This design comes from an exercise in tuning for small area, a short achievable clock period and few clock cycles per item on the open sky130 flow, not from production work.
Where RTL was checked, it was by simulation tests only, not by an equivalence proof against the original.
Function not checked in run 1: the RTL went through the layout flow alone.

==> flow/design.v (outline; a module is shown in full before it is edited, if it fits) <==
// module barrett_reduce_pipe: 881 lines
// module csa_fa: 10 lines
module barrett_reduce_pipe (
    input  logic        clk,
    input  logic        rst,
    input  logic        in_valid,
    input  logic [63:0] in_data,
    output logic        in_ready,
    output logic        out_valid,
    output logic [31:0] out_data,
    input  logic        out_ready,
    output logic        out_err
);
  // ...
==> flow/run.sh <==
#!/bin/bash
# synth_recipe.tcl (not shown) runs the flow's synth.tcl, then flattens the netlist and writes it again
# the make line also repeats each setting of config.mk as NAME=value (left out here)
make -C /OpenROAD-flow-scripts/flow DESIGN_CONFIG=/design/flow/config.mk WORK_HOME=/design/flow/orfs CLKGATE_MAP_FILE= SYNTH_SCRIPT=/design/flow/synth_recipe.tcl finish
==> flow/config.mk <==
export PLATFORM = sky130hd
export DESIGN_NAME = barrett_reduce_pipe
export DESIGN_NICKNAME = barrett_reduce_pipe
export VERILOG_FILES = /design/flow/design.v
export SDC_FILE = /design/flow/constraint.sdc
export NUM_CORES = 4
export LEC_CHECK = 0
export CAP_MARGIN = 20
export CORE_MARGIN = 2
export CORE_UTILIZATION = 40
export SETUP_SLACK_MARGIN = 4
export SLEW_MARGIN = 20
export SYNTH_HIERARCHICAL = 1
export SYNTH_MINIMUM_KEEP_SIZE = 0
==> flow/constraint.sdc <==
create_clock -name core_clock -period 9.0 [get_ports {clk}]
set_input_delay 1.8000 -clock core_clock [delete_from_list [all_inputs] [get_ports {clk}]]
set_output_delay 1.8000 -clock core_clock [all_outputs]
set_load 0.01 [all_outputs]
==> impl_metrics.toml, run 1 <==
[timing]
finalMaxSlewViolations = 0
fmax_mhz = 139
hold_viol = 0

[die]
start_util_pct = 40.6
die_area_um2 = 41900

[clock_network]
cts_buffers = 17
postCtsSetupBuffers = 29
clk_path_buf_depth = 2
root_buffer = "clkbuf_16"

[critical_path]
slowest_stage = "fa_2"
critPathLaunchType = "input pin"
crit_chain = "buf_4 > fa_2 > fa_2 > fa_2 > fa_2 > fa_2 > fa_2 > fa_2 > xor2_4 > ha_4 > ha_4 > xnor2_2 > a21oi_2 > ha_2 > nand2_2 > or3_4 > a21o_1 > and3_4 > buf_12 > buf_6 > nand4_1 > nand4_1 > o21ai_1 > o311ai_1"
reg2reg_depth = 13
slowest_delay_ns = 0.47
cp.required_ns = 9.31
cp.depth = 24

[outcome]
status = "no timing/DRC/antenna violations"

[run]
drv_cap = 0

[global_route]
antenna_found_initial = 2
grt_util_all_layers_pct = 22.6
use_met2_pct = 37.3

[detailed_routing]
remaining_drc_errors = 0
drt_pass1_iterations = 5
routed_via_density = 5.62

[synthesis]
synth.distinct_cells = 102

[min_path]
holdPathStages = 0

[finish]
final_cells = 2104
fin_nets = 1953

[place]
gp_congestion = 0.955
==> run 2, diff against run 1 <==
==> flow/design.v (replaced) <==
module barrett_reduce_pipe (
    input  logic        clk,
    input  logic        rst,
    input  logic        in_valid,
    input  logic [63:0] in_data,
    output logic        in_ready,
    output logic        out_valid,
    output logic [31:0] out_data,
    input  logic        out_ready,
    output logic        out_err
);
    wire [63:0] x = in_data;
    wire err = (x >= 64'h0DD4400077000001);    
    wire sp  = (x == 64'h0DD4400077000000);    
    logic        r_v1, r_v2;
    wire         w_rdy2 = !r_v2 || out_ready;
    wire         w_rdy1 = !r_v1 || w_rdy2;
    assign in_ready = w_rdy1;
    always_ff @(posedge clk or posedge rst) begin
        if (rst) begin
            r_v1 <= 1'b0;
            r_v2 <= 1'b0;
        end else begin
            if (w_rdy1) r_v1 <= in_valid;
            if (w_rdy2) r_v2 <= r_v1;
        end
    end
    wire m7_s1, m7_c1;
    csa_fa u_m71 (.a(x[23]), .b(x[26]), .c(x[29]), .s(m7_s1), .co(m7_c1));
    wire m7_s2, m7_c2;
    csa_fa u_m72 (.a(x[32]), .b(x[35]), .c(x[38]), .s(m7_s2), .co(m7_c2));
    wire m7_s3, m7_c3;
    csa_fa u_m73 (.a(x[41]), .b(x[44]), .c(x[47]), .s(m7_s3), .co(m7_c3));
    wire m7_s4, m7_c4;
    csa_fa u_m74 (.a(x[50]), .b(x[53]), .c(x[56]), .s(m7_s4), .co(m7_c4));
    wire m7_s5, m7_c5;
    csa_fa u_m75 (.a(x[24]), .b(x[27]), .c(x[30]), .s(m7_s5), .co(m7_c5));
    wire m7_s6, m7_c6;
    csa_fa u_m76 (.a(x[33]), .b(x[36]), .c(x[39]), .s(m7_s6), .co(m7_c6));
    wire m7_s7, m7_c7;
    csa_fa u_m77 (.a(x[42]), .b(x[45]), .c(x[48]), .s(m7_s7), .co(m7_c7));
    wire m7_s8, m7_c8;
    csa_fa u_m78 (.a(x[51]), .b(x[54]), .c(x[57]), .s(m7_s8), .co(m7_c8));
    wire m7_s9, m7_c9;
    csa_fa u_m79 (.a(x[25]), .b(x[28]), .c(x[31]), .s(m7_s9), .co(m7_c9));
    wire m7_s10, m7_c10;
    csa_fa u_m710 (.a(x[34]), .b(x[37]), .c(x[40]), .s(m7_s10), .co(m7_c10));
    wire m7_s11, m7_c11;
    csa_fa u_m711 (.a(x[43]), .b(x[46]), .c(x[49]), .s(m7_s11), .co(m7_c11));
    wire m7_s12, m7_c12;
    csa_fa u_m712 (.a(x[52]), .b(x[55]), .c(x[58]), .s(m7_s12), .co(m7_c12));
    wire m7_s13, m7_c13;
    csa_fa u_m713 (.a(x[59]), .b(m7_c9), .c(m7_c10), .s(m7_s13), .co(m7_c13));
    wire m7_s14, m7_c14;
    csa_fa u_m714 (.a(m7_c11), .b(m7_c12), .c(m7_s1), .s(m7_s14), .co(m7_c14));
    wire m7_s15, m7_c15;
    csa_fa u_m715 (.a(m7_s2), .b(m7_s3), .c(m7_s4), .s(m7_s15), .co(m7_c15));
    wire m7_s16, m7_c16;
    csa_fa u_m716 (.a(m7_c1), .b(m7_c2), .c(m7_c3), .s(m7_s16), .co(m7_c16));
    wire m7_s17, m7_c17;
    csa_fa u_m717 (.a(m7_c4), .b(m7_s5), .c(m7_s6), .s(m7_s17), .co(m7_c17));
    wire m7_s18, m7_c18;
    csa_fa u_m718 (.a(m7_c5), .b(m7_c6), .c(m7_c7), .s(m7_s18), .co(m7_c18));
    wire m7_s19, m7_c19;
    csa_fa u_m719 (.a(m7_c8), .b(m7_s9), .c(m7_s10), .s(m7_s19), .co(m7_c19));
    wire m7_s20, m7_c20;
    csa_fa u_m720 (.a(m7_c18), .b(m7_s13), .c(m7_c19), .s(m7_s20), .co(m7_c20));
    wire m7_s21, m7_c21;
    csa_fa u_m721 (.a(m7_s7), .b(m7_s8), .c(m7_c13), .s(m7_s21), .co(m7_c21));
    wire m7_s22, m7_c22;
    csa_fa u_m722 (.a(m7_c14), .b(m7_c15), .c(m7_s16), .s(m7_s22), .co(m7_c22));
    wire m7_s23, m7_c23;
    csa_fa u_m723 (.a(m7_s11), .b(m7_s12), .c(m7_c16), .s(m7_s23), .co(m7_c23));
    wire m7_s24, m7_c24;
    csa_fa u_m724 (.a(m7_c17), .b(m7_s18), .c(m7_s19), .s(m7_s24), .co(m7_c24));
    wire m7_s25, m7_c25;
    csa_fa u_m725 (.a(m7_s14), .b(m7_s15), .c(m7_c23), .s(m7_s25), .co(m7_c25));
    wire m7_s26, m7_c26;
    csa_fa u_m726 (.a(m7_s17), .b(m7_c20), .c(m7_s21), .s(m7_s26), .co(m7_c26));
    wire m7_s27, m7_c27;
    csa_fa u_m727 (.a(m7_c21), .b(m7_c22), .c(m7_s23), .s(m7_s27), .co(m7_c27));
    wire m7_s28, m7_c28;
    csa_fa u_m728 (.a(m7_s20), .b(m7_c24), .c(m7_c27), .s(m7_s28), .co(m7_c28));
    wire m7_s29, m7_c29;
    csa_fa u_m729 (.a(m7_s22), .b(m7_c25), .c(m7_s26), .s(m7_s29), .co(m7_c29));
    wire m7_s30, m7_c30;
    csa_fa u_m730 (.a(m7_s24), .b(m7_c26), .c(m7_s27), .s(m7_s30), .co(m7_c30));
    wire m17_s31, m17_c31;
    csa_fa u_m1731 (.a(x[23]), .b(~x[27]), .c(x[31]), .s(m17_s31), .co(m17_c31));
    wire m17_s32, m17_c32;
    csa_fa u_m1732 (.a(~x[35]), .b(x[39]), .c(~x[43]), .s(m17_s32), .co(m17_c32));
    wire m17_s33, m17_c33;
    csa_fa u_m1733 (.a(x[47]), .b(~x[51]), .c(x[55]), .s(m17_s33), .co(m17_c33));
    wire m17_s34, m17_c34;
    csa_fa u_m1734 (.a(x[24]), .b(~x[28]), .c(x[32]), .s(m17_s34), .co(m17_c34));
    wire m17_s35, m17_c35;
    csa_fa u_m1735 (.a(~x[36]), .b(x[40]), .c(~x[44]), .s(m17_s35), .co(m17_c35));
    wire m17_s36, m17_c36;
    csa_fa u_m1736 (.a(x[48]), .b(~x[52]), .c(x[56]), .s(m17_s36), .co(m17_c36));
    wire m17_s37, m17_c37;
    csa_fa u_m1737 (.a(x[25]), .b(~x[29]), .c(x[33]), .s(m17_s37), .co(m17_c37));
    wire m17_s38, m17_c38;
    csa_fa u_m1738 (.a(~x[37]), .b(x[41]), .c(~x[45]), .s(m17_s38), .co(m17_c38));
    wire m17_s39, m17_c39;
    csa_fa u_m1739 (.a(x[49]), .b(~x[53]), .c(x[57]), .s(m17_s39), .co(m17_c39));
    wire m17_s40, m17_c40;
    csa_fa u_m1740 (.a(x[26]), .b(~x[30]), .c(x[34]), .s(m17_s40), .co(m17_c40));
    wire m17_s41, m17_c41;
    csa_fa u_m1741 (.a(~x[38]), .b(x[42]), .c(~x[46]), .s(m17_s41), .co(m17_c41));
    wire m17_s42, m17_c42;
    csa_fa u_m1742 (.a(x[50]), .b(~x[54]), .c(x[58]), .s(m17_s42), .co(m17_c42));
    wire m17_s43, m17_c43;
    csa_fa u_m1743 (.a(~x[59]), .b(~m17_c40), .c(~m17_c41), .s(m17_s43), .co(m17_c43));
    wire m17_s44, m17_c44;
    csa_fa u_m1744 (.a(~m17_c42), .b(m17_s31), .c(m17_s32), .s(m17_s44), .co(m17_c44));
    wire m17_s45, m17_c45;
    csa_fa u_m1745 (.a(m17_c31), .b(m17_c32), .c(m17_c33), .s(m17_s45), .co(m17_c45));
    wire m17_s46, m17_c46;
    csa_fa u_m1746 (.a(m17_s34), .b(m17_s35), .c(m17_s36), .s(m17_s46), .co(m17_c46));
    wire m17_s47, m17_c47;
    csa_fa u_m1747 (.a(m17_c34), .b(m17_c35), .c(m17_c36), .s(m17_s47), .co(m17_c47));
    wire m17_s48, m17_c48;
    csa_fa u_m1748 (.a(m17_s37), .b(m17_s38), .c(m17_s39), .s(m17_s48), .co(m17_c48));
    wire m17_s49, m17_c49;
    csa_fa u_m1749 (.a(m17_c37), .b(m17_c38), .c(m17_c39), .s(m17_s49), .co(m17_c49));
    wire m17_s50, m17_c50;
    csa_fa u_m1750 (.a(m17_s40), .b(m17_s41), .c(m17_s42), .s(m17_s50), .co(m17_c50));
    wire m17_s51, m17_c51;
    csa_fa u_m1751 (.a(m17_s33), .b(~m17_c49), .c(m17_s43), .s(m17_s51), .co(m17_c51));
    wire m17_s52, m17_c52;
    csa_fa u_m1752 (.a(m17_c43), .b(m17_c44), .c(m17_s45), .s(m17_s52), .co(m17_c52));
    wire m17_s53, m17_c53;
    csa_fa u_m1753 (.a(m17_c45), .b(m17_c46), .c(m17_s47), .s(m17_s53), .co(m17_c53));
    wire m17_s54, m17_c54;
    csa_fa u_m1754 (.a(m17_c47), .b(m17_c48), .c(m17_s49), .s(m17_s54), .co(m17_c54));
    wire m17_s55, m17_c55;
    csa_fa u_m1755 (.a(~m17_c50), .b(m17_s44), .c(~m17_c54), .s(m17_s55), .co(m17_c55));
    wire m17_s56, m17_c56;
    csa_fa u_m1756 (.a(m17_s46), .b(m17_c51), .c(m17_s52), .s(m17_s56), .co(m17_c56));
    wire m17_s57, m17_c57;
    csa_fa u_m1757 (.a(m17_s48), .b(m17_c52), .c(m17_s53), .s(m17_s57), .co(m17_c57));
    wire m17_s58, m17_c58;
    csa_fa u_m1758 (.a(m17_s50), .b(m17_c53), .c(m17_s54), .s(m17_s58), .co(m17_c58));
    wire [3:0] m7v = {m7_c30, {m7_c29, m7_c28, m7_s28}};
    wire [2:0] m7w = {m7_s30, m7_s29, m7_s25};
    wire [4:0] m17v = {~m17_c58, {m17_c57, m17_c56, m17_c55, m17_s55}};
    wire [3:0] m17w = {m17_s58, m17_s57, m17_s56, m17_s51};
    wire c1_s59, c1_c59;
    assign c1_s59 = ~(x[26] ^ ~x[23]);
    assign c1_c59 = x[26] | ~x[23];
    wire c1_s60, c1_c60;
    csa_fa u_c160 (.a(x[27]), .b(~x[24]), .c(x[4]), .s(c1_s60), .co(c1_c60));
    wire c1_s61, c1_c61;
    csa_fa u_c161 (.a(x[28]), .b(~x[25]), .c(x[5]), .s(c1_s61), .co(c1_c61));
    wire c1_s62, c1_c62;
    assign c1_s62 = ~(x[29] ^ ~x[26]);
    assign c1_c62 = x[29] | ~x[26];
    wire c1_s63, c1_c63;
    csa_fa u_c163 (.a(x[30]), .b(~x[27]), .c(~x[24]), .s(c1_s63), .co(c1_c63));
    wire c1_s64, c1_c64;
    assign c1_s64 = ~(x[31] ^ ~x[28]);
    assign c1_c64 = x[31] | ~x[28];
    wire c1_s65, c1_c65;
    csa_fa u_c165 (.a(~x[25]), .b(~x[23]), .c(x[8]), .s(c1_s65), .co(c1_c65));
    wire c1_s66, c1_c66;
    csa_fa u_c166 (.a(x[32]), .b(~x[29]), .c(~x[26]), .s(c1_s66), .co(c1_c66));
    wire c1_s67, c1_c67;
    csa_fa u_c167 (.a(x[33]), .b(~x[30]), .c(~x[27]), .s(c1_s67), .co(c1_c67));
    wire c1_s68, c1_c68;
    csa_fa u_c168 (.a(x[34]), .b(~x[31]), .c(~x[28]), .s(c1_s68), .co(c1_c68));
    wire c1_s69, c1_c69;
    csa_fa u_c169 (.a(~x[26]), .b(x[23]), .c(x[11]), .s(c1_s69), .co(c1_c69));
    wire c1_s70, c1_c70;
    csa_fa u_c170 (.a(x[35]), .b(~x[32]), .c(~x[29]), .s(c1_s70), .co(c1_c70));
    wire c1_s71, c1_c71;
    csa_fa u_c171 (.a(~x[27]), .b(x[24]), .c(x[12]), .s(c1_s71), .co(c1_c71));
    wire c1_s72, c1_c72;
    csa_fa u_c172 (.a(x[36]), .b(~x[33]), .c(~x[30]), .s(c1_s72), .co(c1_c72));
    wire c1_s73, c1_c73;
    csa_fa u_c173 (.a(~x[28]), .b(x[25]), .c(x[23]), .s(c1_s73), .co(c1_c73));
    wire c1_s74, c1_c74;
    csa_fa u_c174 (.a(x[37]), .b(~x[34]), .c(~x[31]), .s(c1_s74), .co(c1_c74));
    wire c1_s75, c1_c75;
    csa_fa u_c175 (.a(~x[29]), .b(x[26]), .c(x[24]), .s(c1_s75), .co(c1_c75));
    wire c1_s76, c1_c76;
    csa_fa u_c176 (.a(x[38]), .b(~x[35]), .c(~x[32]), .s(c1_s76), .co(c1_c76));
    wire c1_s77, c1_c77;
    csa_fa u_c177 (.a(~x[30]), .b(x[27]), .c(x[25]), .s(c1_s77), .co(c1_c77));
    wire c1_s78, c1_c78;
    csa_fa u_c178 (.a(x[39]), .b(~x[36]), .c(~x[33]), .s(c1_s78), .co(c1_c78));
    wire c1_s79, c1_c79;
    csa_fa u_c179 (.a(~x[31]), .b(x[28]), .c(x[26]), .s(c1_s79), .co(c1_c79));
    wire c1_s80, c1_c80;
    csa_fa u_c180 (.a(x[40]), .b(~x[37]), .c(~x[34]), .s(c1_s80), .co(c1_c80));
    wire c1_s81, c1_c81;
    csa_fa u_c181 (.a(~x[32]), .b(x[29]), .c(x[27]), .s(c1_s81), .co(c1_c81));
    wire c1_s82, c1_c82;
    csa_fa u_c182 (.a(x[41]), .b(~x[38]), .c(~x[35]), .s(c1_s82), .co(c1_c82));
    wire c1_s83, c1_c83;
    csa_fa u_c183 (.a(~x[33]), .b(x[30]), .c(x[28]), .s(c1_s83), .co(c1_c83));
    wire c1_s84, c1_c84;
    csa_fa u_c184 (.a(x[42]), .b(~x[39]), .c(~x[36]), .s(c1_s84), .co(c1_c84));
    wire c1_s85, c1_c85;
    csa_fa u_c185 (.a(~x[34]), .b(x[31]), .c(x[29]), .s(c1_s85), .co(c1_c85));
    wire c1_s86, c1_c86;
    csa_fa u_c186 (.a(x[43]), .b(~x[40]), .c(~x[37]), .s(c1_s86), .co(c1_c86));
    wire c1_s87, c1_c87;
    csa_fa u_c187 (.a(~x[35]), .b(x[32]), .c(x[30]), .s(c1_s87), .co(c1_c87));
    wire c1_s88, c1_c88;
    csa_fa u_c188 (.a(x[44]), .b(~x[41]), .c(~x[38]), .s(c1_s88), .co(c1_c88));
    wire c1_s89, c1_c89;
    csa_fa u_c189 (.a(~x[36]), .b(x[33]), .c(x[31]), .s(c1_s89), .co(c1_c89));
    wire c1_s90, c1_c90;
    csa_fa u_c190 (.a(x[45]), .b(~x[42]), .c(~x[39]), .s(c1_s90), .co(c1_c90));
    wire c1_s91, c1_c91;
    csa_fa u_c191 (.a(~x[37]), .b(x[34]), .c(x[32]), .s(c1_s91), .co(c1_c91));
    wire c1_s92, c1_c92;
    csa_fa u_c192 (.a(x[46]), .b(~x[43]), .c(~x[40]), .s(c1_s92), .co(c1_c92));
    wire c1_s93, c1_c93;
    csa_fa u_c193 (.a(~x[38]), .b(x[35]), .c(x[33]), .s(c1_s93), .co(c1_c93));
    wire c1_s94, c1_c94;
    csa_fa u_c194 (.a(x[47]), .b(~x[44]), .c(~x[41]), .s(c1_s94), .co(c1_c94));
    wire c1_s95, c1_c95;
    csa_fa u_c195 (.a(~x[39]), .b(x[36]), .c(x[34]), .s(c1_s95), .co(c1_c95));
    wire c1_s96, c1_c96;
    csa_fa u_c196 (.a(x[48]), .b(~x[45]), .c(~x[42]), .s(c1_s96), .co(c1_c96));
    wire c1_s97, c1_c97;
    csa_fa u_c197 (.a(~x[40]), .b(x[37]), .c(x[35]), .s(c1_s97), .co(c1_c97));
    wire c1_s98, c1_c98;
    csa_fa u_c198 (.a(x[49]), .b(~x[46]), .c(~x[43]), .s(c1_s98), .co(c1_c98));
    wire c1_s99, c1_c99;
    csa_fa u_c199 (.a(~x[41]), .b(x[38]), .c(x[36]), .s(c1_s99), .co(c1_c99));
    wire c1_s100, c1_c100;
    assign c1_s100 = ~(x[50] ^ ~x[47]);
    assign c1_c100 = x[50] | ~x[47];
    wire c1_s101, c1_c101;
    csa_fa u_c1101 (.a(~x[44]), .b(~x[42]), .c(x[39]), .s(c1_s101), .co(c1_c101));
    wire c1_s102, c1_c102;
    csa_fa u_c1102 (.a(x[37]), .b(x[33]), .c(x[26]), .s(c1_s102), .co(c1_c102));
    wire c1_s103, c1_c103;
    csa_fa u_c1103 (.a(x[51]), .b(~x[48]), .c(~x[45]), .s(c1_s103), .co(c1_c103));
    wire c1_s104, c1_c104;
    csa_fa u_c1104 (.a(~x[43]), .b(x[40]), .c(x[38]), .s(c1_s104), .co(c1_c104));
    wire c1_s105, c1_c105;
    csa_fa u_c1105 (.a(x[34]), .b(x[27]), .c(~x[24]), .s(c1_s105), .co(c1_c105));
    wire c1_s106, c1_c106;
    csa_fa u_c1106 (.a(x[52]), .b(~x[49]), .c(~x[46]), .s(c1_s106), .co(c1_c106));
    wire c1_s107, c1_c107;
    csa_fa u_c1107 (.a(~x[44]), .b(x[41]), .c(x[39]), .s(c1_s107), .co(c1_c107));
    wire c1_s108, c1_c108;
    csa_fa u_c1108 (.a(x[35]), .b(x[28]), .c(~x[25]), .s(c1_s108), .co(c1_c108));
    wire c1_s109, c1_c109;
    csa_fa u_c1109 (.a(x[53]), .b(~x[50]), .c(~x[47]), .s(c1_s109), .co(c1_c109));
    wire c1_s110, c1_c110;
    csa_fa u_c1110 (.a(~x[45]), .b(x[42]), .c(x[40]), .s(c1_s110), .co(c1_c110));
    wire c1_s111, c1_c111;
    csa_fa u_c1111 (.a(x[36]), .b(x[29]), .c(~x[26]), .s(c1_s111), .co(c1_c111));
    wire c1_s112, c1_c112;
    csa_fa u_c1112 (.a(~x[23]), .b(x[6]), .c(c1_c61), .s(c1_s112), .co(c1_c112));
    wire c1_s113, c1_c113;
    csa_fa u_c1113 (.a(x[7]), .b(c1_c62), .c(c1_s63), .s(c1_s113), .co(c1_c113));
    wire c1_s114, c1_c114;
    csa_fa u_c1114 (.a(c1_c63), .b(c1_s64), .c(c1_s65), .s(c1_s114), .co(c1_c114));
    wire c1_s115, c1_c115;
    csa_fa u_c1115 (.a(~x[24]), .b(x[9]), .c(c1_c64), .s(c1_s115), .co(c1_c115));
    wire c1_s116, c1_c116;
    csa_fa u_c1116 (.a(~x[25]), .b(x[10]), .c(c1_c66), .s(c1_s116), .co(c1_c116));
    wire c1_s117, c1_c117;
    csa_fa u_c1117 (.a(c1_c67), .b(c1_s68), .c(c1_s69), .s(c1_s117), .co(c1_c117));
    wire c1_s118, c1_c118;
    csa_fa u_c1118 (.a(c1_c68), .b(c1_c69), .c(c1_s70), .s(c1_s118), .co(c1_c118));
    wire c1_s119, c1_c119;
    csa_fa u_c1119 (.a(x[13]), .b(c1_c70), .c(c1_c71), .s(c1_s119), .co(c1_c119));
    wire c1_s120, c1_c120;
    csa_fa u_c1120 (.a(x[14]), .b(c1_c72), .c(c1_c73), .s(c1_s120), .co(c1_c120));
    wire c1_s121, c1_c121;
    csa_fa u_c1121 (.a(x[15]), .b(c1_c74), .c(c1_c75), .s(c1_s121), .co(c1_c121));
    wire c1_s122, c1_c122;
    csa_fa u_c1122 (.a(x[16]), .b(c1_c76), .c(c1_c77), .s(c1_s122), .co(c1_c122));
    wire c1_s123, c1_c123;
    csa_fa u_c1123 (.a(x[23]), .b(x[17]), .c(c1_c78), .s(c1_s123), .co(c1_c123));
    wire c1_s124, c1_c124;
    csa_fa u_c1124 (.a(c1_c79), .b(c1_s80), .c(c1_s81), .s(c1_s124), .co(c1_c124));
    wire c1_s125, c1_c125;
    csa_fa u_c1125 (.a(x[24]), .b(x[18]), .c(c1_c80), .s(c1_s125), .co(c1_c125));
    wire c1_s126, c1_c126;
    csa_fa u_c1126 (.a(c1_c81), .b(c1_s82), .c(c1_s83), .s(c1_s126), .co(c1_c126));
    wire c1_s127, c1_c127;
    csa_fa u_c1127 (.a(x[25]), .b(x[19]), .c(c1_c82), .s(c1_s127), .co(c1_c127));
    wire c1_s128, c1_c128;
    csa_fa u_c1128 (.a(c1_c83), .b(c1_s84), .c(c1_s85), .s(c1_s128), .co(c1_c128));
    wire c1_s129, c1_c129;
    csa_fa u_c1129 (.a(x[26]), .b(x[20]), .c(c1_c84), .s(c1_s129), .co(c1_c129));
    wire c1_s130, c1_c130;
    csa_fa u_c1130 (.a(c1_c85), .b(c1_s86), .c(c1_s87), .s(c1_s130), .co(c1_c130));
    wire c1_s131, c1_c131;
    csa_fa u_c1131 (.a(x[27]), .b(x[21]), .c(c1_c86), .s(c1_s131), .co(c1_c131));
    wire c1_s132, c1_c132;
    csa_fa u_c1132 (.a(c1_c87), .b(c1_s88), .c(c1_s89), .s(c1_s132), .co(c1_c132));
    wire c1_s133, c1_c133;
    csa_fa u_c1133 (.a(x[28]), .b(x[22]), .c(c1_c88), .s(c1_s133), .co(c1_c133));
    wire c1_s134, c1_c134;
    csa_fa u_c1134 (.a(c1_c89), .b(c1_s90), .c(c1_s91), .s(c1_s134), .co(c1_c134));
    wire c1_s135, c1_c135;
    csa_fa u_c1135 (.a(x[29]), .b(c1_c90), .c(c1_c91), .s(c1_s135), .co(c1_c135));
    wire c1_s136, c1_c136;
    csa_fa u_c1136 (.a(x[30]), .b(x[23]), .c(c1_c92), .s(c1_s136), .co(c1_c136));
    wire c1_s137, c1_c137;
    csa_fa u_c1137 (.a(c1_c93), .b(c1_s94), .c(c1_s95), .s(c1_s137), .co(c1_c137));
    wire c1_s138, c1_c138;
    csa_fa u_c1138 (.a(x[31]), .b(x[24]), .c(c1_c94), .s(c1_s138), .co(c1_c138));
    wire c1_s139, c1_c139;
    csa_fa u_c1139 (.a(c1_c95), .b(c1_s96), .c(c1_s97), .s(c1_s139), .co(c1_c139));
    wire c1_s140, c1_c140;
    csa_fa u_c1140 (.a(x[32]), .b(x[25]), .c(c1_c96), .s(c1_s140), .co(c1_c140));
    wire c1_s141, c1_c141;
    csa_fa u_c1141 (.a(c1_c97), .b(c1_s98), .c(c1_s99), .s(c1_s141), .co(c1_c141));
    wire c1_s142, c1_c142;
    csa_fa u_c1142 (.a(~x[23]), .b(c1_c98), .c(c1_c99), .s(c1_s142), .co(c1_c142));
    wire c1_s143, c1_c143;
    csa_fa u_c1143 (.a(c1_s100), .b(c1_s101), .c(c1_s102), .s(c1_s143), .co(c1_c143));
    wire c1_s144, c1_c144;
    csa_fa u_c1144 (.a(c1_c100), .b(c1_c101), .c(c1_c102), .s(c1_s144), .co(c1_c144));
    wire c1_s145, c1_c145;
    csa_fa u_c1145 (.a(c1_s103), .b(c1_s104), .c(c1_s105), .s(c1_s145), .co(c1_c145));
    wire c1_s146, c1_c146;
    csa_fa u_c1146 (.a(c1_c103), .b(c1_c104), .c(c1_c105), .s(c1_s146), .co(c1_c146));
    wire c1_s147, c1_c147;
    csa_fa u_c1147 (.a(c1_s106), .b(c1_s107), .c(c1_s108), .s(c1_s147), .co(c1_c147));
    wire c1_s148, c1_c148;
    csa_fa u_c1148 (.a(x[23]), .b(c1_c106), .c(c1_c107), .s(c1_s148), .co(c1_c148));
    wire c1_s149, c1_c149;
    csa_fa u_c1149 (.a(c1_c108), .b(c1_s109), .c(c1_s110), .s(c1_s149), .co(c1_c149));
    wire c1_s150, c1_c150;
    csa_fa u_c1150 (.a(c1_c65), .b(c1_s66), .c(c1_c114), .s(c1_s150), .co(c1_c150));
    wire c1_s151, c1_c151;
    csa_fa u_c1151 (.a(c1_s67), .b(c1_c115), .c(c1_s116), .s(c1_s151), .co(c1_c151));
    wire c1_s152, c1_c152;
    csa_fa u_c1152 (.a(c1_s71), .b(c1_c117), .c(c1_s118), .s(c1_s152), .co(c1_c152));
    wire c1_s153, c1_c153;
    csa_fa u_c1153 (.a(c1_s72), .b(c1_s73), .c(c1_c118), .s(c1_s153), .co(c1_c153));
    wire c1_s154, c1_c154;
    csa_fa u_c1154 (.a(c1_s74), .b(c1_s75), .c(c1_c119), .s(c1_s154), .co(c1_c154));
    wire c1_s155, c1_c155;
    csa_fa u_c1155 (.a(c1_s76), .b(c1_s77), .c(c1_c120), .s(c1_s155), .co(c1_c155));
    wire c1_s156, c1_c156;
    csa_fa u_c1156 (.a(c1_s78), .b(c1_s79), .c(c1_c121), .s(c1_s156), .co(c1_c156));
    wire c1_s157, c1_c157;
    csa_fa u_c1157 (.a(c1_c122), .b(c1_s123), .c(c1_s124), .s(c1_s157), .co(c1_c157));
    wire c1_s158, c1_c158;
    csa_fa u_c1158 (.a(c1_c123), .b(c1_c124), .c(c1_s125), .s(c1_s158), .co(c1_c158));
    wire c1_s159, c1_c159;
    csa_fa u_c1159 (.a(c1_c125), .b(c1_c126), .c(c1_s127), .s(c1_s159), .co(c1_c159));
    wire c1_s160, c1_c160;
    csa_fa u_c1160 (.a(c1_c127), .b(c1_c128), .c(c1_s129), .s(c1_s160), .co(c1_c160));
    wire c1_s161, c1_c161;
    csa_fa u_c1161 (.a(c1_c129), .b(c1_c130), .c(c1_s131), .s(c1_s161), .co(c1_c161));
    wire c1_s162, c1_c162;
    csa_fa u_c1162 (.a(c1_c131), .b(c1_c132), .c(c1_s133), .s(c1_s162), .co(c1_c162));
    wire c1_s163, c1_c163;
    csa_fa u_c1163 (.a(c1_s92), .b(c1_s93), .c(c1_c133), .s(c1_s163), .co(c1_c163));
    wire c1_s164, c1_c164;
    csa_fa u_c1164 (.a(c1_c135), .b(c1_s136), .c(c1_s137), .s(c1_s164), .co(c1_c164));
    wire c1_s165, c1_c165;
    csa_fa u_c1165 (.a(c1_c136), .b(c1_c137), .c(c1_s138), .s(c1_s165), .co(c1_c165));
    wire c1_s166, c1_c166;
    csa_fa u_c1166 (.a(c1_c138), .b(c1_c139), .c(c1_s140), .s(c1_s166), .co(c1_c166));
    wire c1_s167, c1_c167;
    csa_fa u_c1167 (.a(c1_c140), .b(c1_c141), .c(c1_s142), .s(c1_s167), .co(c1_c167));
    wire c1_s168, c1_c168;
    csa_fa u_c1168 (.a(c1_c142), .b(c1_c143), .c(c1_s144), .s(c1_s168), .co(c1_c168));
    wire c1_s169, c1_c169;
    csa_fa u_c1169 (.a(c1_c144), .b(c1_c145), .c(c1_s146), .s(c1_s169), .co(c1_c169));
    wire c1_s170, c1_c170;
    csa_fa u_c1170 (.a(c1_s111), .b(c1_c146), .c(c1_c147), .s(c1_s170), .co(c1_c170));
    wire c1_s171, c1_c171;
    csa_fa u_c1171 (.a(c1_c116), .b(c1_s117), .c(c1_c151), .s(c1_s171), .co(c1_c171));
    wire c1_s172, c1_c172;
    csa_fa u_c1172 (.a(c1_s119), .b(c1_c152), .c(c1_s153), .s(c1_s172), .co(c1_c172));
    wire c1_s173, c1_c173;
    csa_fa u_c1173 (.a(c1_s120), .b(c1_c153), .c(c1_s154), .s(c1_s173), .co(c1_c173));
    wire c1_s174, c1_c174;
    csa_fa u_c1174 (.a(c1_s121), .b(c1_c154), .c(c1_s155), .s(c1_s174), .co(c1_c174));
    wire c1_s175, c1_c175;
    csa_fa u_c1175 (.a(c1_s122), .b(c1_c155), .c(c1_s156), .s(c1_s175), .co(c1_c175));
    wire c1_s176, c1_c176;
    csa_fa u_c1176 (.a(c1_s126), .b(c1_c157), .c(c1_s158), .s(c1_s176), .co(c1_c176));
    wire c1_s177, c1_c177;
    csa_fa u_c1177 (.a(c1_s128), .b(c1_c158), .c(c1_s159), .s(c1_s177), .co(c1_c177));
    wire c1_s178, c1_c178;
    csa_fa u_c1178 (.a(c1_s130), .b(c1_c159), .c(c1_s160), .s(c1_s178), .co(c1_c178));
    wire c1_s179, c1_c179;
    csa_fa u_c1179 (.a(c1_s132), .b(c1_c160), .c(c1_s161), .s(c1_s179), .co(c1_c179));
    wire c1_s180, c1_c180;
    csa_fa u_c1180 (.a(c1_s134), .b(c1_c161), .c(c1_s162), .s(c1_s180), .co(c1_c180));
    wire c1_s181, c1_c181;
    csa_fa u_c1181 (.a(c1_c134), .b(c1_s135), .c(c1_c162), .s(c1_s181), .co(c1_c181));
    wire c1_s182, c1_c182;
    csa_fa u_c1182 (.a(c1_s139), .b(c1_c164), .c(c1_s165), .s(c1_s182), .co(c1_c182));
    wire c1_s183, c1_c183;
    csa_fa u_c1183 (.a(c1_s141), .b(c1_c165), .c(c1_s166), .s(c1_s183), .co(c1_c183));
    wire c1_s184, c1_c184;
    csa_fa u_c1184 (.a(c1_s143), .b(c1_c166), .c(c1_s167), .s(c1_s184), .co(c1_c184));
    wire c1_s185, c1_c185;
    csa_fa u_c1185 (.a(c1_s145), .b(c1_c167), .c(c1_s168), .s(c1_s185), .co(c1_c185));
    wire c1_s186, c1_c186;
    csa_fa u_c1186 (.a(c1_s147), .b(c1_c168), .c(c1_s169), .s(c1_s186), .co(c1_c186));
    wire c1_s187, c1_c187;
    csa_fa u_c1187 (.a(c1_s148), .b(c1_s149), .c(c1_c169), .s(c1_s187), .co(c1_c187));
    wire c1_s188, c1_c188;
    csa_fa u_c1188 (.a(c1_c156), .b(c1_s157), .c(c1_c175), .s(c1_s188), .co(c1_c188));
    wire c1_s189, c1_c189;
    csa_fa u_c1189 (.a(c1_s163), .b(c1_c180), .c(c1_s181), .s(c1_s189), .co(c1_c189));
    wire c1_s190, c1_c190;
    csa_fa u_c1190 (.a(c1_c163), .b(c1_s164), .c(c1_c181), .s(c1_s190), .co(c1_c190));
    wire c1_s191, c1_c191;
    csa_fa u_c1191 (.a(c1_s170), .b(c1_c186), .c(c1_s187), .s(c1_s191), .co(c1_c191));
    wire [30:0] s1 = {c1_s191, c1_c185, c1_c184, c1_c183, c1_c182, c1_c190, c1_c189, c1_s189, c1_c179, c1_c178, c1_c177, c1_c176, c1_c188, c1_s188, c1_c174, c1_c173, c1_c172, c1_s172, c1_s152, c1_s171, c1_c150, c1_s115, c1_c113, c1_c112, c1_s62, c1_c60, c1_c59, x[3], x[25], x[24], x[23]};
    wire [30:0] c1 = {1'b0, c1_s186, c1_s185, c1_s184, c1_s183, c1_s182, c1_s190, 1'b0, c1_s180, c1_s179, c1_s178, c1_s177, c1_s176, 1'b0, c1_s175, c1_s174, c1_s173, 1'b0, c1_c171, 1'b0, c1_s151, c1_s150, c1_s114, c1_s113, c1_s112, c1_s61, c1_s60, c1_s59, x[2], x[1], x[0]};
    logic [3:0]  q_m7v;
    logic [2:0]  q_m7w;
    logic [4:0]  q_m17v;
    logic [3:0]  q_m17w;
    logic [30:0] q_s1, q_c1;
    logic        q_sp, q_err1;
    always_ff @(posedge clk) begin
        if (w_rdy1) begin
            q_m7v  <= m7v;
            q_m7w  <= m7w;
            q_m17v <= m17v;
            q_m17w <= m17w;
            q_s1   <= s1;
            q_c1   <= c1;
            q_sp   <= sp;
            q_err1 <= err;
        end
    end
    wire [3:0] t7  = {1'b0, q_m7v[2:0]} + {1'b0, q_m7w} + {3'b0, q_m7v[3]};
    wire [4:0] s17 = {1'b0, q_m17v[3:0]} + {1'b0, q_m17w} + {4'b0, q_m17v[4]};
    localparam logic [47:0] TA_T = 48'h2358d11ac688;
    wire [2:0] ta = TA_T[t7 * 3 +: 3];
    localparam logic [95:0] TC_T = 96'h1ac688d634422358d11ac688;
    wire [2:0] tc = TC_T[s17 * 3 +: 3];
    localparam logic [191:0] TQ_T = 192'h159d1042b3a2885674d10ace3a215967442bace885159d10;
    wire [2:0] tq = TQ_T[{ta, tc} * 3 +: 3];
    wire [2:0] t = q_sp ? 3'd7 : tq;
    localparam logic [991:0] MK_T = 992'hd1c3c3c48590226ecf317aa1268560d95d4f98c0db28dfddf7651c7470f0f159e62f5595d4f98cefbb28e56798bd51df7651d1df7651c000000077dd947060bf7653a38787890b2044dd9e62f5424d0ac1b2ba9f3181b651bfbbeeca38e8e1e1e2b3cc5eab2ba9f319df7651cacf317aa3beeca3a3beeca380000000;
    wire [30:0] mk = MK_T[s17 * 31 +: 31];
    localparam logic [247:0] TK_T = 248'h77000003f0924929e649249fd6db6dc7c24924bfadb6db9fadb6db80000000;
    wire [30:0] tk = TK_T[t * 31 +: 31];
    wire c2_s192, c2_c192;
    csa_fa u_c2192 (.a(q_s1[0]), .b(q_c1[0]), .c(mk[0]), .s(c2_s192), .co(c2_c192));
    wire c2_s193, c2_c193;
    csa_fa u_c2193 (.a(q_s1[1]), .b(q_c1[1]), .c(mk[1]), .s(c2_s193), .co(c2_c193));
    wire c2_s194, c2_c194;
    csa_fa u_c2194 (.a(q_s1[2]), .b(q_c1[2]), .c(mk[2]), .s(c2_s194), .co(c2_c194));
    wire c2_s195, c2_c195;
    csa_fa u_c2195 (.a(q_s1[3]), .b(q_c1[3]), .c(mk[3]), .s(c2_s195), .co(c2_c195));
    wire c2_s196, c2_c196;
    csa_fa u_c2196 (.a(q_s1[4]), .b(q_c1[4]), .c(mk[4]), .s(c2_s196), .co(c2_c196));
    wire c2_s197, c2_c197;
    csa_fa u_c2197 (.a(q_s1[5]), .b(q_c1[5]), .c(mk[5]), .s(c2_s197), .co(c2_c197));
    wire c2_s198, c2_c198;
    csa_fa u_c2198 (.a(q_s1[6]), .b(q_c1[6]), .c(mk[6]), .s(c2_s198), .co(c2_c198));
    wire c2_s199, c2_c199;
    csa_fa u_c2199 (.a(q_s1[7]), .b(q_c1[7]), .c(mk[7]), .s(c2_s199), .co(c2_c199));
    wire c2_s200, c2_c200;
    csa_fa u_c2200 (.a(q_s1[8]), .b(q_c1[8]), .c(mk[8]), .s(c2_s200), .co(c2_c200));
    wire c2_s201, c2_c201;
    csa_fa u_c2201 (.a(q_s1[9]), .b(q_c1[9]), .c(mk[9]), .s(c2_s201), .co(c2_c201));
    wire c2_s202, c2_c202;
    csa_fa u_c2202 (.a(q_s1[10]), .b(q_c1[10]), .c(mk[10]), .s(c2_s202), .co(c2_c202));
    wire c2_s203, c2_c203;
    csa_fa u_c2203 (.a(q_s1[11]), .b(q_c1[11]), .c(mk[11]), .s(c2_s203), .co(c2_c203));
    wire c2_s204, c2_c204;
    csa_fa u_c2204 (.a(q_s1[12]), .b(q_c1[12]), .c(mk[12]), .s(c2_s204), .co(c2_c204));
    wire c2_s205, c2_c205;
    csa_fa u_c2205 (.a(q_s1[13]), .b(q_c1[13]), .c(mk[13]), .s(c2_s205), .co(c2_c205));
    wire c2_s206, c2_c206;
    csa_fa u_c2206 (.a(q_s1[14]), .b(q_c1[14]), .c(mk[14]), .s(c2_s206), .co(c2_c206));
    wire c2_s207, c2_c207;
    csa_fa u_c2207 (.a(q_s1[15]), .b(q_c1[15]), .c(mk[15]), .s(c2_s207), .co(c2_c207));
    wire c2_s208, c2_c208;
    csa_fa u_c2208 (.a(q_s1[16]), .b(q_c1[16]), .c(mk[16]), .s(c2_s208), .co(c2_c208));
    wire c2_s209, c2_c209;
    csa_fa u_c2209 (.a(q_s1[17]), .b(q_c1[17]), .c(mk[17]), .s(c2_s209), .co(c2_c209));
    wire c2_s210, c2_c210;
    csa_fa u_c2210 (.a(q_s1[18]), .b(q_c1[18]), .c(mk[18]), .s(c2_s210), .co(c2_c210));
    wire c2_s211, c2_c211;
    csa_fa u_c2211 (.a(q_s1[19]), .b(q_c1[19]), .c(mk[19]), .s(c2_s211), .co(c2_c211));
    wire c2_s212, c2_c212;
    csa_fa u_c2212 (.a(q_s1[20]), .b(q_c1[20]), .c(mk[20]), .s(c2_s212), .co(c2_c212));
    wire c2_s213, c2_c213;
    csa_fa u_c2213 (.a(q_s1[21]), .b(q_c1[21]), .c(mk[21]), .s(c2_s213), .co(c2_c213));
    wire c2_s214, c2_c214;
    csa_fa u_c2214 (.a(q_s1[22]), .b(q_c1[22]), .c(mk[22]), .s(c2_s214), .co(c2_c214));
    wire c2_s215, c2_c215;
    csa_fa u_c2215 (.a(q_s1[23]), .b(q_c1[23]), .c(mk[23]), .s(c2_s215), .co(c2_c215));
    wire c2_s216, c2_c216;
    csa_fa u_c2216 (.a(q_s1[24]), .b(q_c1[24]), .c(mk[24]), .s(c2_s216), .co(c2_c216));
    wire c2_s217, c2_c217;
    csa_fa u_c2217 (.a(q_s1[25]), .b(q_c1[25]), .c(mk[25]), .s(c2_s217), .co(c2_c217));
    wire c2_s218, c2_c218;
    csa_fa u_c2218 (.a(q_s1[26]), .b(q_c1[26]), .c(mk[26]), .s(c2_s218), .co(c2_c218));
    wire c2_s219, c2_c219;
    csa_fa u_c2219 (.a(q_s1[27]), .b(q_c1[27]), .c(mk[27]), .s(c2_s219), .co(c2_c219));
    wire c2_s220, c2_c220;
    csa_fa u_c2220 (.a(q_s1[28]), .b(q_c1[28]), .c(mk[28]), .s(c2_s220), .co(c2_c220));
    wire c2_s221, c2_c221;
    csa_fa u_c2221 (.a(q_s1[29]), .b(q_c1[29]), .c(mk[29]), .s(c2_s221), .co(c2_c221));
    wire c2_s222, c2_c222;
    csa_fa u_c2222 (.a(q_s1[30]), .b(q_c1[30]), .c(mk[30]), .s(c2_s222), .co(c2_c222));
    wire c2_s223, c2_c223;
    csa_fa u_c2223 (.a(c2_c192), .b(c2_s193), .c(tk[1]), .s(c2_s223), .co(c2_c223));
    wire c2_s224, c2_c224;
    csa_fa u_c2224 (.a(c2_c193), .b(c2_s194), .c(tk[2]), .s(c2_s224), .co(c2_c224));
    wire c2_s225, c2_c225;
    csa_fa u_c2225 (.a(c2_c194), .b(c2_s195), .c(tk[3]), .s(c2_s225), .co(c2_c225));
    wire c2_s226, c2_c226;
    csa_fa u_c2226 (.a(c2_c195), .b(c2_s196), .c(tk[4]), .s(c2_s226), .co(c2_c226));
    wire c2_s227, c2_c227;
    csa_fa u_c2227 (.a(c2_c196), .b(c2_s197), .c(tk[5]), .s(c2_s227), .co(c2_c227));
    wire c2_s228, c2_c228;
    csa_fa u_c2228 (.a(c2_c197), .b(c2_s198), .c(tk[6]), .s(c2_s228), .co(c2_c228));
    wire c2_s229, c2_c229;
    csa_fa u_c2229 (.a(c2_c198), .b(c2_s199), .c(tk[7]), .s(c2_s229), .co(c2_c229));
    wire c2_s230, c2_c230;
    csa_fa u_c2230 (.a(c2_c199), .b(c2_s200), .c(tk[8]), .s(c2_s230), .co(c2_c230));
    wire c2_s231, c2_c231;
    csa_fa u_c2231 (.a(c2_c200), .b(c2_s201), .c(tk[9]), .s(c2_s231), .co(c2_c231));
    wire c2_s232, c2_c232;
    csa_fa u_c2232 (.a(c2_c201), .b(c2_s202), .c(tk[10]), .s(c2_s232), .co(c2_c232));
    wire c2_s233, c2_c233;
    csa_fa u_c2233 (.a(c2_c202), .b(c2_s203), .c(tk[11]), .s(c2_s233), .co(c2_c233));
    wire c2_s234, c2_c234;
    csa_fa u_c2234 (.a(c2_c203), .b(c2_s204), .c(tk[12]), .s(c2_s234), .co(c2_c234));
    wire c2_s235, c2_c235;
    csa_fa u_c2235 (.a(c2_c204), .b(c2_s205), .c(tk[13]), .s(c2_s235), .co(c2_c235));
    wire c2_s236, c2_c236;
    csa_fa u_c2236 (.a(c2_c205), .b(c2_s206), .c(tk[14]), .s(c2_s236), .co(c2_c236));
    wire c2_s237, c2_c237;
    csa_fa u_c2237 (.a(c2_c206), .b(c2_s207), .c(tk[15]), .s(c2_s237), .co(c2_c237));
    wire c2_s238, c2_c238;
    csa_fa u_c2238 (.a(c2_c207), .b(c2_s208), .c(tk[16]), .s(c2_s238), .co(c2_c238));
    wire c2_s239, c2_c239;
    csa_fa u_c2239 (.a(c2_c208), .b(c2_s209), .c(tk[17]), .s(c2_s239), .co(c2_c239));
    wire c2_s240, c2_c240;
    csa_fa u_c2240 (.a(c2_c209), .b(c2_s210), .c(tk[18]), .s(c2_s240), .co(c2_c240));
    wire c2_s241, c2_c241;
    csa_fa u_c2241 (.a(c2_c210), .b(c2_s211), .c(tk[19]), .s(c2_s241), .co(c2_c241));
    wire c2_s242, c2_c242;
    csa_fa u_c2242 (.a(c2_c211), .b(c2_s212), .c(tk[20]), .s(c2_s242), .co(c2_c242));
    wire c2_s243, c2_c243;
    csa_fa u_c2243 (.a(c2_c212), .b(c2_s213), .c(tk[21]), .s(c2_s243), .co(c2_c243));
    wire c2_s244, c2_c244;
    csa_fa u_c2244 (.a(c2_c213), .b(c2_s214), .c(tk[22]), .s(c2_s244), .co(c2_c244));
    wire c2_s245, c2_c245;
    csa_fa u_c2245 (.a(c2_c214), .b(c2_s215), .c(tk[23]), .s(c2_s245), .co(c2_c245));
    wire c2_s246, c2_c246;
    csa_fa u_c2246 (.a(c2_c215), .b(c2_s216), .c(tk[24]), .s(c2_s246), .co(c2_c246));
    wire c2_s247, c2_c247;
    csa_fa u_c2247 (.a(c2_c216), .b(c2_s217), .c(tk[25]), .s(c2_s247), .co(c2_c247));
    wire c2_s248, c2_c248;
    csa_fa u_c2248 (.a(c2_c217), .b(c2_s218), .c(tk[26]), .s(c2_s248), .co(c2_c248));
    wire c2_s249, c2_c249;
    csa_fa u_c2249 (.a(c2_c218), .b(c2_s219), .c(tk[27]), .s(c2_s249), .co(c2_c249));
    wire c2_s250, c2_c250;
    csa_fa u_c2250 (.a(c2_c219), .b(c2_s220), .c(tk[28]), .s(c2_s250), .co(c2_c250));
    wire c2_s251, c2_c251;
    csa_fa u_c2251 (.a(c2_c220), .b(c2_s221), .c(tk[29]), .s(c2_s251), .co(c2_c251));
    wire c2_s252, c2_c252;
    csa_fa u_c2252 (.a(c2_c221), .b(c2_s222), .c(tk[30]), .s(c2_s252), .co(c2_c252));
    wire [30:0] s2 = {c2_c251, c2_c250, c2_c249, c2_c248, c2_c247, c2_c246, c2_c245, c2_c244, c2_c243, c2_c242, c2_c241, c2_c240, c2_c239, c2_c238, c2_c237, c2_c236, c2_c235, c2_c234, c2_c233, c2_c232, c2_c231, c2_c230, c2_c229, c2_c228, c2_c227, c2_c226, c2_c225, c2_c224, c2_c223, c2_s223, c2_s192};
    wire [30:0] c2 = {c2_s252, c2_s251, c2_s250, c2_s249, c2_s248, c2_s247, c2_s246, c2_s245, c2_s244, c2_s243, c2_s242, c2_s241, c2_s240, c2_s239, c2_s238, c2_s237, c2_s236, c2_s235, c2_s234, c2_s233, c2_s232, c2_s231, c2_s230, c2_s229, c2_s228, c2_s227, c2_s226, c2_s225, c2_s224, 1'b0, tk[0]};
    wire [30:0] ca_p = s2 ^ c2;
    wire [30:0] ca_g = s2 & c2;
    wire ca_G1 = ca_g[1] | (ca_p[1] & ca_g[0]);
    wire ca_G2 = ca_g[3] | (ca_p[3] & ca_g[2]);
    wire ca_P2 = ca_p[3] & ca_p[2];
    wire ca_G3 = ca_g[5] | (ca_p[5] & ca_g[4]);
    wire ca_P3 = ca_p[5] & ca_p[4];
    wire ca_G4 = ca_g[7] | (ca_p[7] & ca_g[6]);
    wire ca_P4 = ca_p[7] & ca_p[6];
    wire ca_G5 = ca_g[9] | (ca_p[9] & ca_g[8]);
    wire ca_P5 = ca_p[9] & ca_p[8];
    wire ca_G6 = ca_g[11] | (ca_p[11] & ca_g[10]);
    wire ca_P6 = ca_p[11] & ca_p[10];
    wire ca_G7 = ca_g[13] | (ca_p[13] & ca_g[12]);
    wire ca_P7 = ca_p[13] & ca_p[12];
    wire ca_G8 = ca_g[15] | (ca_p[15] & ca_g[14]);
    wire ca_P8 = ca_p[15] & ca_p[14];
    wire ca_G9 = ca_g[17] | (ca_p[17] & ca_g[16]);
    wire ca_P9 = ca_p[17] & ca_p[16];
    wire ca_G10 = ca_g[19] | (ca_p[19] & ca_g[18]);
    wire ca_P10 = ca_p[19] & ca_p[18];
    wire ca_G11 = ca_g[21] | (ca_p[21] & ca_g[20]);
    wire ca_P11 = ca_p[21] & ca_p[20];
    wire ca_G12 = ca_g[23] | (ca_p[23] & ca_g[22]);
    wire ca_P12 = ca_p[23] & ca_p[22];
    wire ca_G13 = ca_g[25] | (ca_p[25] & ca_g[24]);
    wire ca_P13 = ca_p[25] & ca_p[24];
    wire ca_G14 = ca_g[27] | (ca_p[27] & ca_g[26]);
    wire ca_P14 = ca_p[27] & ca_p[26];
    wire ca_G15 = ca_g[29] | (ca_p[29] & ca_g[28]);
    wire ca_P15 = ca_p[29] & ca_p[28];
    wire ca_G16 = ca_G2 | (ca_P2 & ca_G1);
    wire ca_G17 = ca_G4 | (ca_P4 & ca_G3);
    wire ca_P17 = ca_P4 & ca_P3;
    wire ca_G18 = ca_G6 | (ca_P6 & ca_G5);
    wire ca_P18 = ca_P6 & ca_P5;
    wire ca_G19 = ca_G8 | (ca_P8 & ca_G7);
    wire ca_P19 = ca_P8 & ca_P7;
    wire ca_G20 = ca_G10 | (ca_P10 & ca_G9);
    wire ca_P20 = ca_P10 & ca_P9;
    wire ca_G21 = ca_G12 | (ca_P12 & ca_G11);
    wire ca_P21 = ca_P12 & ca_P11;
    wire ca_G22 = ca_G14 | (ca_P14 & ca_G13);
    wire ca_P22 = ca_P14 & ca_P13;
    wire ca_G23 = ca_G17 | (ca_P17 & ca_G16);
    wire ca_G24 = ca_G19 | (ca_P19 & ca_G18);
    wire ca_P24 = ca_P19 & ca_P18;
    wire ca_G25 = ca_G21 | (ca_P21 & ca_G20);
    wire ca_P25 = ca_P21 & ca_P20;
    wire ca_G26 = ca_G24 | (ca_P24 & ca_G23);
    wire ca_G27 = ca_G25 | (ca_P25 & ca_G26);
    wire ca_G28 = ca_G18 | (ca_P18 & ca_G23);
    wire ca_G29 = ca_G20 | (ca_P20 & ca_G26);
    wire ca_G30 = ca_G22 | (ca_P22 & ca_G27);
    wire ca_G31 = ca_G3 | (ca_P3 & ca_G16);
    wire ca_G32 = ca_G5 | (ca_P5 & ca_G23);
    wire ca_G33 = ca_G7 | (ca_P7 & ca_G28);
    wire ca_G34 = ca_G9 | (ca_P9 & ca_G26);
    wire ca_G35 = ca_G11 | (ca_P11 & ca_G29);
    wire ca_G36 = ca_G13 | (ca_P13 & ca_G27);
    wire ca_G37 = ca_G15 | (ca_P15 & ca_G30);
    wire ca_G38 = ca_g[2] | (ca_p[2] & ca_G1);
    wire ca_G39 = ca_g[4] | (ca_p[4] & ca_G16);
    wire ca_G40 = ca_g[6] | (ca_p[6] & ca_G31);
    wire ca_G41 = ca_g[8] | (ca_p[8] & ca_G23);
    wire ca_G42 = ca_g[10] | (ca_p[10] & ca_G32);
    wire ca_G43 = ca_g[12] | (ca_p[12] & ca_G28);
    wire ca_G44 = ca_g[14] | (ca_p[14] & ca_G33);
    wire ca_G45 = ca_g[16] | (ca_p[16] & ca_G26);
    wire ca_G46 = ca_g[18] | (ca_p[18] & ca_G34);
    wire ca_G47 = ca_g[20] | (ca_p[20] & ca_G29);
    wire ca_G48 = ca_g[22] | (ca_p[22] & ca_G35);
    wire ca_G49 = ca_g[24] | (ca_p[24] & ca_G27);
    wire ca_G50 = ca_g[26] | (ca_p[26] & ca_G36);
    wire ca_G51 = ca_g[28] | (ca_p[28] & ca_G30);
    wire ca_G52 = ca_g[30] | (ca_p[30] & ca_G37);
    wire [30:0] r = ca_p ^ {ca_G37, ca_G51, ca_G30, ca_G50, ca_G36, ca_G49, ca_G27, ca_G48, ca_G35, ca_G47, ca_G29, ca_G46, ca_G34, ca_G45, ca_G26, ca_G44, ca_G33, ca_G43, ca_G28, ca_G42, ca_G32, ca_G41, ca_G23, ca_G40, ca_G31, ca_G39, ca_G16, ca_G38, ca_G1, ca_g[0], 1'b0};
    logic [30:0] q_r;
    logic        q_err2;
    always_ff @(posedge clk) begin
        if (w_rdy2) begin
            q_r    <= r;
            q_err2 <= q_err1;
        end
    end
    wire        neg = q_r[30];
    wire [22:0] inc_p = q_r[22:0] ^ {22'd0, neg};
    wire [22:0] inc_g = q_r[22:0] & {22'd0, neg};
    wire inc_G1 = inc_g[1] | (inc_p[1] & inc_g[0]);
    wire inc_G2 = inc_g[3] | (inc_p[3] & inc_g[2]);
    wire inc_P2 = inc_p[3] & inc_p[2];
    wire inc_G3 = inc_g[5] | (inc_p[5] & inc_g[4]);
    wire inc_P3 = inc_p[5] & inc_p[4];
    wire inc_G4 = inc_g[7] | (inc_p[7] & inc_g[6]);
    wire inc_P4 = inc_p[7] & inc_p[6];
    wire inc_G5 = inc_g[9] | (inc_p[9] & inc_g[8]);
    wire inc_P5 = inc_p[9] & inc_p[8];
    wire inc_G6 = inc_g[11] | (inc_p[11] & inc_g[10]);
    wire inc_P6 = inc_p[11] & inc_p[10];
    wire inc_G7 = inc_g[13] | (inc_p[13] & inc_g[12]);
    wire inc_P7 = inc_p[13] & inc_p[12];
    wire inc_G8 = inc_g[15] | (inc_p[15] & inc_g[14]);
    wire inc_P8 = inc_p[15] & inc_p[14];
    wire inc_G9 = inc_g[17] | (inc_p[17] & inc_g[16]);
    wire inc_P9 = inc_p[17] & inc_p[16];
    wire inc_G10 = inc_g[19] | (inc_p[19] & inc_g[18]);
    wire inc_P10 = inc_p[19] & inc_p[18];
    wire inc_G11 = inc_g[21] | (inc_p[21] & inc_g[20]);
    wire inc_P11 = inc_p[21] & inc_p[20];
    wire inc_G12 = inc_G2 | (inc_P2 & inc_G1);
    wire inc_G13 = inc_G4 | (inc_P4 & inc_G3);
    wire inc_P13 = inc_P4 & inc_P3;
    wire inc_G14 = inc_G6 | (inc_P6 & inc_G5);
    wire inc_P14 = inc_P6 & inc_P5;
    wire inc_G15 = inc_G8 | (inc_P8 & inc_G7);
    wire inc_P15 = inc_P8 & inc_P7;
    wire inc_G16 = inc_G10 | (inc_P10 & inc_G9);
    wire inc_P16 = inc_P10 & inc_P9;
    wire inc_G17 = inc_G13 | (inc_P13 & inc_G12);
    wire inc_G18 = inc_G15 | (inc_P15 & inc_G14);
    wire inc_P18 = inc_P15 & inc_P14;
    wire inc_G19 = inc_G18 | (inc_P18 & inc_G17);
    wire inc_G20 = inc_G14 | (inc_P14 & inc_G17);
    wire inc_G21 = inc_G16 | (inc_P16 & inc_G19);
    wire inc_G22 = inc_G3 | (inc_P3 & inc_G12);
    wire inc_G23 = inc_G5 | (inc_P5 & inc_G17);
    wire inc_G24 = inc_G7 | (inc_P7 & inc_G20);
    wire inc_G25 = inc_G9 | (inc_P9 & inc_G19);
    wire inc_G26 = inc_G11 | (inc_P11 & inc_G21);
    wire inc_G27 = inc_g[2] | (inc_p[2] & inc_G1);
    wire inc_G28 = inc_g[4] | (inc_p[4] & inc_G12);
    wire inc_G29 = inc_g[6] | (inc_p[6] & inc_G22);
    wire inc_G30 = inc_g[8] | (inc_p[8] & inc_G17);
    wire inc_G31 = inc_g[10] | (inc_p[10] & inc_G23);
    wire inc_G32 = inc_g[12] | (inc_p[12] & inc_G20);
    wire inc_G33 = inc_g[14] | (inc_p[14] & inc_G24);
    wire inc_G34 = inc_g[16] | (inc_p[16] & inc_G19);
    wire inc_G35 = inc_g[18] | (inc_p[18] & inc_G25);
    wire inc_G36 = inc_g[20] | (inc_p[20] & inc_G21);
    wire inc_G37 = inc_g[22] | (inc_p[22] & inc_G26);
    wire [22:0] lo = inc_p ^ {inc_G26, inc_G36, inc_G21, inc_G35, inc_G25, inc_G34, inc_G19, inc_G33, inc_G24, inc_G32, inc_G20, inc_G31, inc_G23, inc_G30, inc_G17, inc_G29, inc_G22, inc_G28, inc_G12, inc_G27, inc_G1, inc_g[0], 1'b0};
    wire        lo_c = neg & (&q_r[22:0]);
    wire [7:0]  hi  = {1'b0, q_r[29:23]} + {1'b0, {3{neg}}, 1'b0, {3{neg}}} + {7'd0, lo_c};
    wire [29:0] res = {hi[6:0], lo};
    assign out_valid = r_v2;
    assign out_data  = {2'b0, res & {30{r_v2}}};
    assign out_err   = r_v2 & q_err2;
endmodule
module csa_fa (
    input  logic a,
    input  logic b,
    input  logic c,
    output logic s,
    output logic co
);
    assign s  = a ^ b ^ c;
    assign co = (a & b) | (a & c) | (b & c);
endmodule
==> flow/config.mk (replaced) <==
export PLATFORM = sky130hd
export DESIGN_NAME = barrett_reduce_pipe
export DESIGN_NICKNAME = barrett_reduce_pipe
export VERILOG_FILES = /design/flow/design.v
export SDC_FILE = /design/flow/constraint.sdc
export NUM_CORES = 4
export LEC_CHECK = 0
export CAP_MARGIN = 20
export CORE_MARGIN = 2
export CORE_UTILIZATION = 40
export SLEW_MARGIN = 20
export SYNTH_HIERARCHICAL = 1
export SYNTH_MINIMUM_KEEP_SIZE = 0
==> run 2 against run 1 <==
Register-to-register slack lost 3.9 ns. Clock-buffer cell count is 10 lower. Cell count is 23% lower. Fmax is 14% lower. Cell area is 22% lower. Sequential cell count decreased by 43. Global-route usage is 2.8 points lower. Clock skew shrank 0.0085 ns. Die area is 17% lower. Worst setup slack got worse by 1.2 ns. Highest routed layer unchanged.
==> impl_metrics.toml, run 2 <==
[synthesis]
synth_seq_cells = 109
async_flop_share_pct = 1.83
synth_edf_count = 107
synth_xor_area_share_pct = 2.65
avgSynthCellArea_um2 = 12.3
yosys.area_share.simple_pct = 9.88
synth_area_um2 = 13300
yosysTopAreaCellShare_pct = 40.3
synthFlopType = "edfxtp_1"
synth_compound_gate_area_share_pct = 10.1
yosysMostFrequentCell = "fa_1"
ys_top_cells_by_count = "268 x fa_1, 107 x edfxtp_1, 83 x ha_1"
synthAdderAreaFrac_pct = 48.1
synth.distinct_cells = 72
synth_top_family_by_area = "adder cells"
yosysTopAreaCell = "fa_1"
ys.warnings.count = 7
synth.mux.area_fraction_pct = 1.33
synth-seq-area-share_pct = 24.5
synth_cells = 1086
synth_area_leaders = "fa_1 40%, edfxtp_1 24%, ha_1 7.8%"

[clock_network]
clk_path_buf_depth = 2
postCtsHoldBufs = 0
postCtsSetupBuffers = 0
clock-sinks = 109
clk_pin_slew_ns = 0.07
cts_resized = 0
clk_latency_ns = 0.36
cts_buffers = 9
cts_tree = "done"
cts_htree_levels = 3
root_buffer = "clkbuf_16"

[timing]
fmax_mhz = 119
worst_pin_slew_ns = 1.03
tns_ns = 0
relSlewSlack_pct = 31.6
finalMaxSlewViolations = 0
fin_crit_sh_pct = 93.4
hold_viol = 0
rsz0062_at_grt = "false"
setup_viol = 0
period_needed_ns = 8.40
clock_skew_ns = 0.00839

[critical_path]
end_kind = "register"
slowest_stage = "or4_1"
path_max_fanout = 14
arrival_ns = 8.52
cp.required_ns = 9.11
slowest_delay_ns = 0.53
critPathKind = "register to register"
critPathLaunchType = "register"

[detailed_routing]
drt_pass1_iterations = 5
wl_mm = 33.7
wl_per_cell_um = 20.7
ant_nets = 0
vias = 8835
drt_iter0_markers = 735
routed_via_density = 5.43
remaining_drc_errors = 0

[min_path]
hp-class = "register to register"

[die]
num_rows = 66
core_um2 = 32700
ioPinCount = 103
die_h_um = 187
start_util_pct = 40.7
die_area_um2 = 34800
die_x_um = 187

[finish]
areaGrowthSynthToFinish_pct = 13.7
diodes = 0
final_common_cell = "fa_1"
top_regs = "q_r: 31 flops, q_s1: 31 flops, q_c1: 26 flops"
drive_above_1_share_pct = 4.72
final_cells = 1628
final_cell_mix = "268 x fa_1, 107 x edfxtp_1, 100 x clkdlybuf4s50_1"
fin_nets = 1600

[place]
port_buffers = 100
numPlacedInstances = 1612
post-dp-hpwl_mm = 28.1
gp_congestion = 0.908

[global_route]
grt_util_all_layers_pct = 19.8
gr-total-overflow = 0
grt_max_degree = 77
grt_pass1_vias = 9286
antenna_found_initial = 0
grt_first_pass_wirelength_mm = 52.5

[run]
drv_cap = 0

[outcome]
status = "no timing/DRC/antenna violations"
## run 2: cell types whose count changed in the layout (fill, tap and decap cells not counted), moves of 26 or more
| cell | change |
|---|---|
| a21oi_1 | -26 |
| edfxtp_1 | -35 |
| buf_4 | -75 |
| clkdlybuf4s50_1 | +37 |
| fa_1 | +36 |
| fa_2 | -38 |
| ha_1 | +37 |
| nand2_1 | -27 |
## run 2: cell families after synthesis
group / Yosys count
AND/OR/NAND/NOR: 259
other: 1
multiplexers: 15
AO/OA/AOI/OAI: 197
XOR/XNOR: 37
buffers and inverters: 117
flip-flops: 109
adder cells (fa/ha/maj): 351
## run 2: layout make-up
class / instances / area, µm²
Clock inverter: 5 / 60.1
Sequential cell: 109 / 3260
Fill cell: 3029 / 17500
Multi-Input combinational cell: 866 / 9640
Timing Repair Buffer: 113 / 1100
Inverter: 82 / 309
Clock buffer: 11 / 233
Tap cell: 442 / 553
## run 2: Yosys stat by module (local to each module, per instance)
module | cell area, µm² | cells
csa_fa | 20.0 | 1
barrett_reduce_pipe | 8360 | 838
## run 2: worst max-delay path: cells and delay by family (launching register included)
kind | cells | cell delay (ns)
adders and majority gates | 8 | 3.06
AOI/OAI and AO/OA | 14 | 3.03
and+or+nand+nor | 3 | 0.80
buffers and inverters | 3 | 0.42
muxes | 1 | 0.36
DFF | 1 | 0.32
xor gates and xnor gates | 1 | 0.17
## run 2: path summary, 6_finish.rpt
| path | cells after the start | from | end | slack (ns) |
|---|---|---|---|---|
| max in group asynchronous | 2 | rst | r_v1 | 7.30 |
| setup reg to reg | 30 | q_m17v[0] | q_r[27] | 0.60 |
| setup / recovery | 30 | q_m17v[0] | q_r[27] | 0.60 |
| min in group asynchronous | 2 | rst | r_v2 | 1.59 |
| hold reg to reg | 1 | r_v1 | r_v2 | 0.48 |
| hold / removal | 1 | r_v1 | r_v2 | 0.48 |
## run 2: layer usage
layer / wire, µm / global-route usage, % / part of all wire [%]
met1: 14800 / 26.7 / 44
met2: 15600 / 31.8 / 46
met3: 1940 / 3.78 / 5.7
met4: 1360 / 7.69 / 4.0
met5: 0 / 0 / 0
## run 2: stage by stage
stage / hold WS, ns / instance area [µm²] / worst slack [ns] / util, %
global placement: 0.463 / 14800 / 0.825 / 45.4
CTS: 0.483 / 15100 / 0.463 / 46.3
finish: 0.480 / 15200 / 0.595 / 46.3
global route: 0.496 / 15200 / 0.0769 / 46.3
floorplan: 0.400 / 13300 / 1.20 / -
detailed placement: 0.465 / 14800 / 0.495 / 45.4
Testbench counts of run 2, summed over its fixed seeds: cycles 8,016, items 8,000.

## port drivers added, routing unchanged
No port has a modelled driver above. Below, the same layouts with a new extraction and two added sets of constraints.
Step 1 sets driving cells, clkbuf_16 on the clock port and buf_2 on the other inputs (assumed; they add their load-dependent delay and slew).
Step 2 adds t to the input delays and takes it off the output delays; t is the mean of the earliest and latest rising clock arrival at the registers after step 1. Input paths then give back, and output paths get back, about the clock's delay inside the block.
Three values: ideal ports, drivers, drivers and shift; two values: the first two.
run	shift t [ns]	setup WS [ns]	latest minus earliest clock arrival (ns)
run 1	0.477	1.802 / 1.820 / 1.342	0.017 / 0.017
run 2	0.403	0.595 / 0.595 / 0.595	0.012 / 0.012
After both steps every run listed still meets setup and hold. The setup slack of run 1, which loses most, moves by +0.018 ns with the drivers and by -0.460 ns with both steps.
